Background: an optimization exercise with open tools, aiming at small area, a short achievable clock period and few clock cycles per item. Do not read the settings as production practice.
The RTL was checked by simulation tests, not by an equivalence proof against the original design.

Design hsb_to_rgb_converter, start of the top module:
module hsb_to_rgb_converter
(
    input  logic               clk,
    input  logic               rst_n,
    input  logic               in_valid,
    output logic               in_ready,
    input  logic [HUE_W-1:0]   hue_degrees,
    input  logic [PCT_W-1:0]   saturation_pct,
    input  logic [PCT_W-1:0]   brightness_pct,
    output logic               out_valid,
    input  logic               out_ready,
    output logic [LEVEL_W-1:0] red_level,
    output logic [LEVEL_W-1:0] green_level,
    output logic [LEVEL_W-1:0] blue_level
);
Settings: LEC_CHECK=0, ABC_CLOCK_PERIOD_IN_PS=3000, CAP_MARGIN=5, CORE_MARGIN=2, CORE_UTILIZATION=40, CTS_BUF_LIST=sky130_fd_sc_hd__clkbuf_8, SETUP_SLACK_MARGIN=5, SLEW_MARGIN=5; clock period 10.0 ns.
standard.sh (not shown) runs the stock make flow with config.mk's settings and CLKGATE_MAP_FILE= SYNTH_SCRIPT=/design/flow/synth_recipe.tcl, a recipe that flattens the netlist after the stock synthesis.
==> flow/flow/run.sh <==
#!/bin/bash
set -euo pipefail
bash standard.sh SYNTH_ARGS=-noabc SETUP_SLACK_MARGIN=5.55 "BUFFER_PORTS_ARGS=-buffer_cell sky130_fd_sc_hd__buf_2" finish > layout.log 2>&1
The starting point finished with timing, DRC and antenna clean.
Testbench counts at the start, summed over its fixed seeds: cycles 24,024, items 24,000.
Change:
==> flow/flow/run.sh (replaced) <==
#!/bin/bash
set -euo pipefail
bash standard.sh SYNTH_ARGS=-noabc SETUP_SLACK_MARGIN=5.45 "BUFFER_PORTS_ARGS=-buffer_cell sky130_fd_sc_hd__buf_2" finish > layout.log 2>&1
CAP_MARGIN = 20   (was 5)
SLEW_MARGIN = 20   (was 5)
Outcome:
- worst setup slack got worse by 0.081 ns
- utilization fell by 0.47 points
- cell count is about the same
- wire length fell by 1.7%
- sequential cell count is unchanged
Change:
==> flow/flow/run.sh (replaced) <==
#!/bin/bash
set -euo pipefail
bash standard.sh SYNTH_ARGS=-noabc SETUP_SLACK_MARGIN=5.5 "BUFFER_PORTS_ARGS=-buffer_cell sky130_fd_sc_hd__buf_2" finish > layout.log 2>&1
CAP_MARGIN = 5   (was 20)
SLEW_MARGIN = 5   (was 20)
Core utilization came out higher by 0.28 points.
First-iteration DRC count came out higher by 0.80%.
Design area came out higher by about 0.6%.
Routed wire length came out higher by 0.65%.
Worst setup slack improves by 0.051 ns.


## run A
Starting RTL as in the previous note.
export LEC_CHECK = 0
export ABC_CLOCK_PERIOD_IN_PS = 3000
export CAP_MARGIN = 20
export CORE_MARGIN = 2
export CORE_UTILIZATION = 50
export CTS_BUF_LIST = sky130_fd_sc_hd__clkbuf_8
export SETUP_SLACK_MARGIN = 5
export SLEW_MARGIN = 20
create_clock -name core_clock -period 10.0 [get_ports {clk}]
==> flow/flow/run.sh <==
#!/bin/bash
set -euo pipefail
bash standard.sh SYNTH_ARGS=-noabc SETUP_SLACK_MARGIN=5.55 "BUFFER_PORTS_ARGS=-buffer_cell sky130_fd_sc_hd__buf_2" finish > layout.log 2>&1
Looking at the reports, run A completed the entire flow and the layout it produced met the timing, DRC and antenna checks.
Testbench counts of run A, summed over its fixed seeds: cycles 24,024, items 24,000.
[inputs] run B vs run A
- CTS_BUF_LIST: sky130_fd_sc_hd__clkbuf_8 -> unset
- CORE_UTILIZATION: 50 -> 40
==> flow/flow/run.sh <==
#!/bin/bash
set -euo pipefail
bash standard.sh SYNTH_ARGS=-noabc SETUP_SLACK_MARGIN=5.45 "BUFFER_PORTS_ARGS=-buffer_cell sky130_fd_sc_hd__buf_2" finish > layout.log 2>&1
Results
- Run A → run B: fraction of the core area covered by cells at the end of the flow now smaller, initial antenna violation count now larger, count of buffers not belonging to the clock network in the layout now smaller.
Input-level comparison between run C and run B:
==> flow/flow/run.sh <==
#!/bin/bash
# The standard layout (standard.sh, all steps), with two changes:
# - Yosys's synth runs without its early internal ABC pass (SYNTH_ARGS=-noabc),
#   so the explicit full/half adders of the datapath reach extract_fa as
#   written and map to adder cells without inverters between them; the
#   flow's own ABC mapping after adder extraction is unchanged;
# - every input and output port still gets a buffer, but a plain buf_2
#   (BUFFER_PORTS_ARGS) instead of the delay-cell buffer buffer_ports picks.
# The registers, the constraints and every other step are unchanged.
set -euo pipefail
bash standard.sh SYNTH_ARGS=-noabc "BUFFER_PORTS_ARGS=-buffer_cell sky130_fd_sc_hd__buf_2" finish > layout.log 2>&1
Diff run C..run B | layout clock buffer count | unchanged
Looking at fraction of final layout cells with drive strength greater than 1 across run C and run B, the one that comes out lower is run C.
Comparing run C and run B, the higher area added between synthesis and finish was measured on run B.
Between run B and run C, the clock skew figures differ only marginally.
Edits applied to the flow inputs when going from run C to run D:
- setting CTS_BUF_LIST to sky130_fd_sc_hd__clkbuf_8 for the first time
==> flow/flow/run.sh <==
#!/bin/bash
set -euo pipefail
bash standard.sh SYNTH_ARGS=-noabc SETUP_SLACK_MARGIN=5.55 "BUFFER_PORTS_ARGS=-buffer_cell sky130_fd_sc_hd__buf_2" finish > layout.log 2>&1
Findings:
- Summary — ratio of cells with drive above 1 in the final layout, run D relative to run C: higher, by 4.8 points.
- Number of inserted filler cells in the final layout (lower): run D
- Changes observed in run D relative to run C: total area of multi-input combinational cells now larger, number of clock buffers in the layout now smaller, hold slack now larger, worst reg-to-reg setup slack now larger.
- Row area overhead of the layout relative to synthesis: run D higher / run C lower
- Routability-driven placement congestion ratio (run D vs. run C) increases slightly
- Summed area of non-filler cells in the final layout: run D > run C
--- input diff run D..run E ---
==> flow/flow/run.sh <==
#!/bin/bash
set -euo pipefail
bash standard.sh SYNTH_ARGS=-noabc SETUP_SLACK_MARGIN=5.6 "BUFFER_PORTS_ARGS=-buffer_cell sky130_fd_sc_hd__buf_2" finish > layout.log 2>&1
Findings:
Run E reached the final stage; the timing, DRC and antenna checks on its layout passed.
Taking run D as the reference point, the number of design-rule violations left by the first detailed-router iteration of run E rises by 24.
Summary of run E over run D: sequential share of layout area down 0.36 points, max-slew headroom at the worst pin rose by 0.38 points, post-cts sizing count increased 7.

port drivers added, routing unchanged:
No port has a modelled driver above. Below, the same layouts with a new extraction and two added sets of constraints.
Step 1 sets driving cells, clkbuf_16 on the clock port and buf_2 on the other inputs (assumed; they add their load-dependent delay and slew).
Step 2 times the ports against the registers' clock, not the clock port: input delays grow and output delays shrink by t, the midpoint of the rising clock arrivals with the driver on.
a / b / c = no drivers / after step 1 / after step 2; a / b = the first two.
run	shift t [ns]	setup WS [ns]	latest minus earliest clock arrival (ns)	worst data-port slew with drivers (ns)
the first run of note 1	0.500	5.569 / 5.550 / 5.550	0.017 / 0.017	0.03
the second run of note 1	0.525	5.489 / 5.466 / 5.466	0.019 / 0.020	0.04
the third run of note 1	0.524	5.540 / 5.518 / 5.518	0.020 / 0.019	0.04
run A	0.491	5.546 / 5.511 / 5.459	0.020 / 0.019	0.04
run B	0.481	5.487 / 5.465 / 5.465	0.012 / 0.013	0.04
run C	0.482	5.236 / 5.212 / 5.212	0.011 / 0.012	0.04
run D	0.500	5.569 / 5.550 / 5.550	0.017 / 0.017	0.03
run E	0.510	5.551 / 5.513 / 5.513	0.019 / 0.020	0.05
After both steps every run listed still meets setup and hold. For run A, which loses most, drivers alone change the setup slack by -0.035 ns; drivers and shift together by -0.087 ns.
